From an optimization exercise on the open Yosys and OpenROAD flow, aimed at small area, a short achievable clock period and few clock cycles per item; shortcuts taken in it are not production practice.
Only simulation tests tie the RTL to the original design; equivalence was not proved.
No activity file was given, so power comes from the tool's default toggle rates.

==> flow/design.v (excerpt) <==
module sha1_byte_stream_hasher (
    input  logic        aclk,
    input  logic        aresetn,
    input  logic        s_tvalid,
    output logic        s_tready,
    input  logic [7:0]  s_tdata,    
    input  logic        s_tuser,    
    output logic        m_tvalid,
    input  logic        m_tready,
    output logic [39:0] m_tdata,    
    output logic        m_tlast     
);
==> flow/config.mk <==
export PLATFORM = sky130hd
export DESIGN_NAME = sha1_byte_stream_hasher
export DESIGN_NICKNAME = sha1_byte_stream_hasher
export VERILOG_FILES = /design/flow/design.v
export SDC_FILE = /design/flow/constraint.sdc
export NUM_CORES = 4
export LEC_CHECK = 0
export CAP_MARGIN = 20
export CORE_MARGIN = 2
export CORE_UTILIZATION = 40
export PLACE_DENSITY = 0.6
export SLEW_MARGIN = 20
==> flow/constraint.sdc <==
create_clock -name core_clock -period 7.0 [get_ports {aclk}]
set_input_delay 1.4000 -clock core_clock [delete_from_list [all_inputs] [get_ports {aclk}]]
set_output_delay 1.4000 -clock core_clock [all_outputs]
set_load 0.01 [all_outputs]
run.sh (not shown) runs the stock make flow with config.mk's settings and CLKGATE_MAP_FILE= SYNTH_SCRIPT=/design/flow/synth_recipe.tcl, a recipe that flattens the netlist after the stock synthesis.
Testbench counts at the start, summed over its fixed seeds: cycles 81,053, bytes 53,936.
Change:
ABC_CLOCK_PERIOD_IN_PS = 3000   (was default)
SETUP_SLACK_MARGIN = 3.0   (was default)
Worst setup slack improved by 1400 ps.
Fmax rose by a quarter to a third.
Via count rises by a few percent.

---

## build 87
sha1_byte_stream_hasher, a different RTL version from the one above (not shown whole).
For scale: ~4,700 cells after synthesis, ~57,000 um2 of cells after synthesis.
clock: 7.0 ns
lec_check: 0
cap_margin: 20
core_margin: 2
core_utilization: 40
place_density: 0.6
setup_slack_margin: 3.0
slew_margin: 20
Build 87 completed; timing, DRC and antenna clean
Testbench counts of build 87, summed over its fixed seeds: cycles 77,189, bytes 53,936.
For build 48, these inputs were changed with respect to build 87:
- SETUP_SLACK_MARGIN changed from 3.0 to 4.0
### Flow results
- Build 48 gives less sequential cell area share than build 87 did.
- Build 48: PASS, flow complete, no timing, DRC or antenna violations
- [compare] base=build 87 new=build 48: first-iteration DRC count rose by 301; area added between synthesis and finish increased 8.5 points; detailed-route via count shows an increase of 1,191; total wire length went up by about 1.8%.
- ~same required time of the worst setup path in build 48 and build 87
Inputs modified between build 48 and build 85:
- a change of CORE_UTILIZATION from 40 to 55
- a change of PLACE_DENSITY from 0.6 to 0.72
- a change of SETUP_SLACK_MARGIN from 4.0 to 3.0
==> run summary <==
- Measured against each other, build 85 and build 48 differ in fraction of power consumed by combinational cells, the lower figure coming from build 85.
- Compared with build 48, non-filler instance count after layout in build 85 decreased by a little under 10%.
- Compared with build 48, in build 85 post-CTS setup buffer count went down by about 70%, hold slack now sits higher.

---

sha1_byte_stream_hasher, a different RTL version from the one above (not shown whole).
Size: roughly 6,100 cells after synthesis, ~56 I/O pins, roughly 64,000 µm² of cells after synthesis.
Settings: LEC_CHECK=0, ABC_AREA=1, CAP_MARGIN=20, CORE_MARGIN=2, CORE_UTILIZATION=40, CTS_CLUSTER_DIAMETER=90, CTS_CLUSTER_SIZE=20, PLACE_DENSITY=0.65, SETUP_SLACK_MARGIN=3.9, SLEW_MARGIN=20; clock period 7.0 ns.
The first run finished clean.
Testbench counts at the start, summed over its fixed seeds: cycles 77,205, bytes 53,936.
Then changed:
- CTS_CLUSTER_DIAMETER: 90 -> 100
- CTS_CLUSTER_SIZE: 20 -> 24
- PLACE_DENSITY: 0.65 -> 0.6
=>
- routed wire length drops by 2.0%
- clock skew hardly moves
- final cell count drops by 0.57%
Then changed:
- SETUP_SLACK_MARGIN: 3.9 -> 4.05
Setup slack improves by 0.0087 ns; combinational power rises by roughly a tenth; total power is higher by a few percent; synthesized cell count does not change.

---

sha1_byte_stream_hasher, a different RTL version from the one above (not shown whole).
Size: ~6000 cells after synthesis, ~1700 flip-flops, ~0.064 mm² of cells after synthesis.
export LEC_CHECK = 0
export ABC_AREA = 1
export CAP_MARGIN = 20
export CORE_MARGIN = 2
export CORE_UTILIZATION = 40
export PLACE_DENSITY = 0.6
export SETUP_SLACK_MARGIN = 3.9
export SLEW_MARGIN = 20
create_clock -name core_clock -period 7.0 [get_ports {aclk}]
Testbench counts at the start, summed over its fixed seeds: cycles 77,205, bytes 53,936.
Rerun with:
--- a/flow/config.mk
+++ b/flow/config.mk
@@ -11,2 +11,4 @@
 export CORE_UTILIZATION = 40
+export CTS_CLUSTER_DIAMETER = 100
+export CTS_CLUSTER_SIZE = 24
 export PLACE_DENSITY = 0.6
=> Worst hold slack gets better by 8.8 ps; sequential cell count is unchanged; setup slack gets worse by 30 ps; routed wire length drops by 1.1%; global-route usage drops by 0.12 points; die area does not change; power drops by 11%; cell count drops by 1.9%.

port drivers added, routing unchanged:
No port has a modelled driver above. Below, the same layouts with a new extraction and two added sets of constraints.
Step 1, drivers: a clkbuf_16 drives aclk and a buf_2 each remaining input, both assumed.
Step 2 adds t to the input delays and takes it off the output delays; t is the mean of the earliest and latest rising clock arrival at the registers after step 1. Input paths then give back, and output paths get back, about the clock's delay inside the block.
Three values: ideal ports, drivers, drivers and shift; two values: the first two.
run | t, ns | setup WS [ns] | hold WS [ns]
the first run of note 1 | 0.822 | 1.094 / 1.094 / 1.094 | 0.303 / 0.303 / 0.303
the second run of note 1 | 0.831 | 2.460 / 2.460 / 2.422 | 0.297 / 0.297 / 0.297
build 87 | 0.849 | 2.749 / 2.749 / 2.749 | 0.306 / 0.306 / 0.306
build 48 | 0.839 | 2.732 / 2.732 / 2.732 | 0.289 / 0.289 / 0.289
build 85 | 0.837 | 2.581 / 2.581 / 2.581 | 0.315 / 0.315 / 0.315
the first run of note 3 | 0.829 | 3.782 / 3.782 / 3.120 | 0.317 / 0.317 / 0.317
the second run of note 3 | 0.799 | 3.895 / 3.861 / 3.254 | 0.312 / 0.312 / 0.312
the third run of note 3 | 0.805 | 3.903 / 3.903 / 3.233 | 0.311 / 0.311 / 0.311
the first run of note 4 | 0.865 | 3.844 / 3.844 / 3.236 | 0.301 / 0.301 / 0.301
the second run of note 4 | 0.800 | 3.813 / 3.813 / 3.144 | 0.310 / 0.310 / 0.310
After both steps every run listed still meets setup and hold. The setup slack of the third run of note 3, which loses most, moves by 0.000 ns with the drivers and by -0.670 ns with both steps.
